What follows belongs to an exercise in optimizing a design on an open flow for a short achievable clock period and few clock cycles; a production flow would make more cautious choices. Only simulation tests tie the RTL to the original design; equivalence was not proved.

## red
Design mcCpu, start of the top module:
module mcCpu (
  input  wire        clk,
  input  wire        reset,
  input  wire [31:0] memData,
  input  wire        memReady,
  output wire [31:0] memAddr,
  output wire [31:0] memWdata,
  output wire        memRead,
  output wire        memWrite,
  output wire        halted,
  output wire [31:0] pc
);
Size in the first run: ~3700 flip-flops, ~130 I/O pins, roughly 170000 µm² of cells after synthesis.
Settings: LEC_CHECK=0, ABC_CLOCK_PERIOD_IN_PS=3000, CAP_MARGIN=20, CORE_MARGIN=2, CORE_UTILIZATION=45, GPL_ROUTABILITY_DRIVEN=1, PLACE_DENSITY=0.6, SLEW_MARGIN=20, TNS_END_PERCENT=100; clock period 10.0 ns.
standard.sh (not shown) runs the stock make flow with config.mk's settings and CLKGATE_MAP_FILE= SYNTH_SCRIPT=/design/flow/synth_recipe.tcl, a recipe that flattens the netlist after the stock synthesis.
==> flow/flow/run.sh <==
#!/bin/bash
set -euo pipefail
bash standard.sh SETUP_SLACK_MARGIN=6.5 finish > standard.log 2>&1
Testbench counts of red, summed over its fixed seeds: cycles 29,854.
Input changes introduced in blue (baseline for comparison: red):
--- a/flow/design.v
+++ b/flow/design.v
@@ -341,27 +341,25 @@
   wire x_eq    = x_fAm ? (x_fBm | eqMR) : (x_fBm ? eqRM : eqRR);
   wire x_taken = (x_beq & x_eq) | (x_bne & ~x_eq);
   wire redirX  = x_v & (x_beq | x_bne) & (x_taken ^ x_pred);
   wire haltX   = x_v & x_halt;
   wire flushX  = redirX | haltX | halt_r;
   wire xMem    = x_v & (x_ld | x_st);
   wire stopF   = halt_r | haltX;
   wire xHold   = mHold | (portBusyD & (xMem | haltX));
   wire dHold = d_v & (d_hz | xHold);         
   wire fgo   = ~dHold & fhit & ~flushX;      
   wire fjump = fgo & f_p;                    
   wire inFlightF = mqF & (mq_a[31:2] == fpc);
-  wire demandC   = ~fhit & ~inFlightF & ~stopF;
-  reg  dem_r;
-  wire demand    = dem_r & ~inFlightF & ~stopF;
+  wire demand    = ~fhit & ~inFlightF & ~stopF;
   wire follow    = mqF & md_pred & ~md_loop & ~stopF;    
   function lookHit;
     input [NE-1:0] oh;
     input [29:0]   wa;
     reg            v, rg;
     reg [5:0]      tg;
     integer        j;
     begin
       v = 1'b0; rg = 1'b0; tg = 6'd0;
       for (j = 0; j < NE; j = j + 1) begin
         v  = v  | (oh[j] & c_v[j]);
         rg = rg | (oh[j] & c_rg[j]);
@@ -372,28 +370,26 @@
                     : (rg_v[0] & (rg_a0 == wa[29:IW+6])));
     end
   endfunction
   wire [29:0] pfa1   = pfa + 30'd1;
   wire [29:0] pfa2   = pfa + 30'd2;
   wire        hitHold = lookHit(pfa_oh, pfa) | (mqF & (mq_a[31:2] == pfa));
   wire        hitAdv  = lookHit(rotl1(pfa_oh), pfa1) | (mqF & (mq_a[31:2] == pfa1));
   wire        inFlP  = mqF & (mq_a[31:2] == pfa);
   wire        pfHit  = (pf_k & pf_h) | inFlP;
   wire [8:0]  pLo    = {1'b0, pfa[7:0]} - {1'b0, fpc[7:0]};
   wire [21:0] fpcUp1 = fpc[29:8] + 22'd1;
   wire        pUpOk  = pLo[8] ? (pfa[29:8] == fpcUp1) : (pfa[29:8] == fpc[29:8]);
-  wire        pInWinC = pUpOk & (pLo[7:0] < WIN[7:0] - 8'd1);
-  reg         pInWin;                
-  wire        resyncC = ~(pUpOk & (pLo[7:0] < FAR[7:0]));
-  reg         resync;                
+  wire        pInWin = pUpOk & (pLo[7:0] < WIN[7:0]);
+  wire        resync = ~(pUpOk & (pLo[7:0] < FAR[7:0]));
   wire        pfNeed = pInWin & ~pfHit & ~stopF & (pf_k | pf_miss);
   reg [29:0]   s_pfa;
   reg [NE-1:0] s_pfoh;
   reg [1:0]    s_pk;
   always @(*) begin
     if (resync) begin
       s_pfa = fpc; s_pfoh = fpc_oh; s_pk = 2'd3;
     end else if (pInWin & pfHit) begin
       s_pfa = pfa1; s_pfoh = rotl1(pfa_oh); s_pk = 2'd1;
     end else begin
       s_pfa = pfa; s_pfoh = pfa_oh; s_pk = 2'd0;
     end
@@ -482,51 +478,45 @@
       end
       if (haltX & ~xHold) halt_r <= 1'b1;
     end
   end
   always @(posedge clk) begin
     if (reset) begin
       mq_p1  <= 30'd1;
       mq_p2  <= 30'd2;
       mq_oh  <= {{(NE-1){1'b0}}, 1'b1};
       pfa    <= 30'd1;
       pfa_oh <= {{(NE-2){1'b0}}, 2'b10};
       pf_k   <= 1'b0;
-      dem_r  <= 1'b0;
-      resync <= 1'b0;
-      pInWin <= 1'b1;
       pf_miss <= 1'b1;
       fpc    <= 30'd0;
       fpc_oh <= {{(NE-1){1'b0}}, 1'b1};
       inv_v  <= 1'b0;
       d_v    <= 1'b0;
       x_v    <= 1'b0;
       m_we   <= 1'b0;
       m_fwd  <= 1'b0;
       m_ld   <= 1'b0;
       w_we   <= 1'b0;
       c_v    <= {NE{1'b0}};
       rg_v   <= 2'b00;
     end else begin
       if (fillC && m_new) rg_v[m_vict] <= 1'b1;
       if (!portWait) begin
         mq_p1 <= a_p1;
         mq_p2 <= a_p2;
         mq_oh <= a_oh;
       end
       pfa    <= portWait ? b_pfa : a_pfa;
       pfa_oh <= portWait ? b_pfoh : a_pfoh;
-      dem_r   <= demandC & ~fgo & ~fjump & ~redirX;
-      resync  <= resyncC & ~resync;
-      pInWin  <= pInWinC;
       pf_k    <= ~n_pk[1];
       pf_h    <= n_pk[0] ? hitAdv : hitHold;
       pf_miss <= (n_pk == 2'd2);
       inv_v  <= mq_wr & (st_tag == mq_a[IW+7:IW+2]);    
       inv_ix <= mq_a[IW+1:2];
       for (i = 0; i < NE; i = i + 1) begin
         if (fillC && mq_oh[i])
           c_v[i] <= 1'b1;
         else if ((inv_v && inv_ix == i) || (fillC && m_new && c_rg[i] == m_vict))
           c_v[i] <= 1'b0;
       end
       if (redirX) begin
==> comparison <==
- Compared with red, in blue cell area after layout lost 1200 µm², overall die height lost 3.0 µm, layout overhead on the synthesized area picked up an extra 0.56 points, shortest period the worst path allows picked up an extra 0.29 ns, core utilization picked up an extra 0.20 points.
- The critical path start-end classification comes out in2reg in one run and reg2reg in the other, namely in red and blue respectively.
- blue — HPWL reported at the end of detailed placement about 3.4% higher, red as reference
- ~same adder-cell area share of the yosys netlist in red and blue
- Per the comparison of blue with red, total clock buffers created by CTS ~0 delta, number of placed instances, taps included decreased by about 0.43% relative to the old numbers.
Testbench counts of blue, summed over its fixed seeds: cycles 29,205.

[port drivers added, routing unchanged]
The flow's constraints put no driver on any port. The routed layouts listed below were extracted and timed again, unchanged, in two steps.
Step 1 assumes that a clkbuf_16 drives the clock port and a buf_2 every other input.
Step 2 moves the port delays by t, midway between the first and last clock arrival at a register: inputs arrive t later, outputs are due t later. That takes back most of the time a late clock gives input paths.
a / b / c = ideal / step 1 / step 2; a / b = the first two.
| run | t (ns) | setup slack, ns | worst hold slack (ns) |
|---|---|---|---|
| red | 1.137 | 5.710 / 5.678 / 4.541 | 0.398 / 0.398 / 0.398 |
| blue | 1.143 | 5.421 / 5.421 / 4.375 | 0.399 / 0.399 / 0.399 |
After both steps every run listed still meets setup and hold. For red, which loses most, drivers alone change the setup slack by -0.032 ns; drivers and shift together by -1.169 ns.
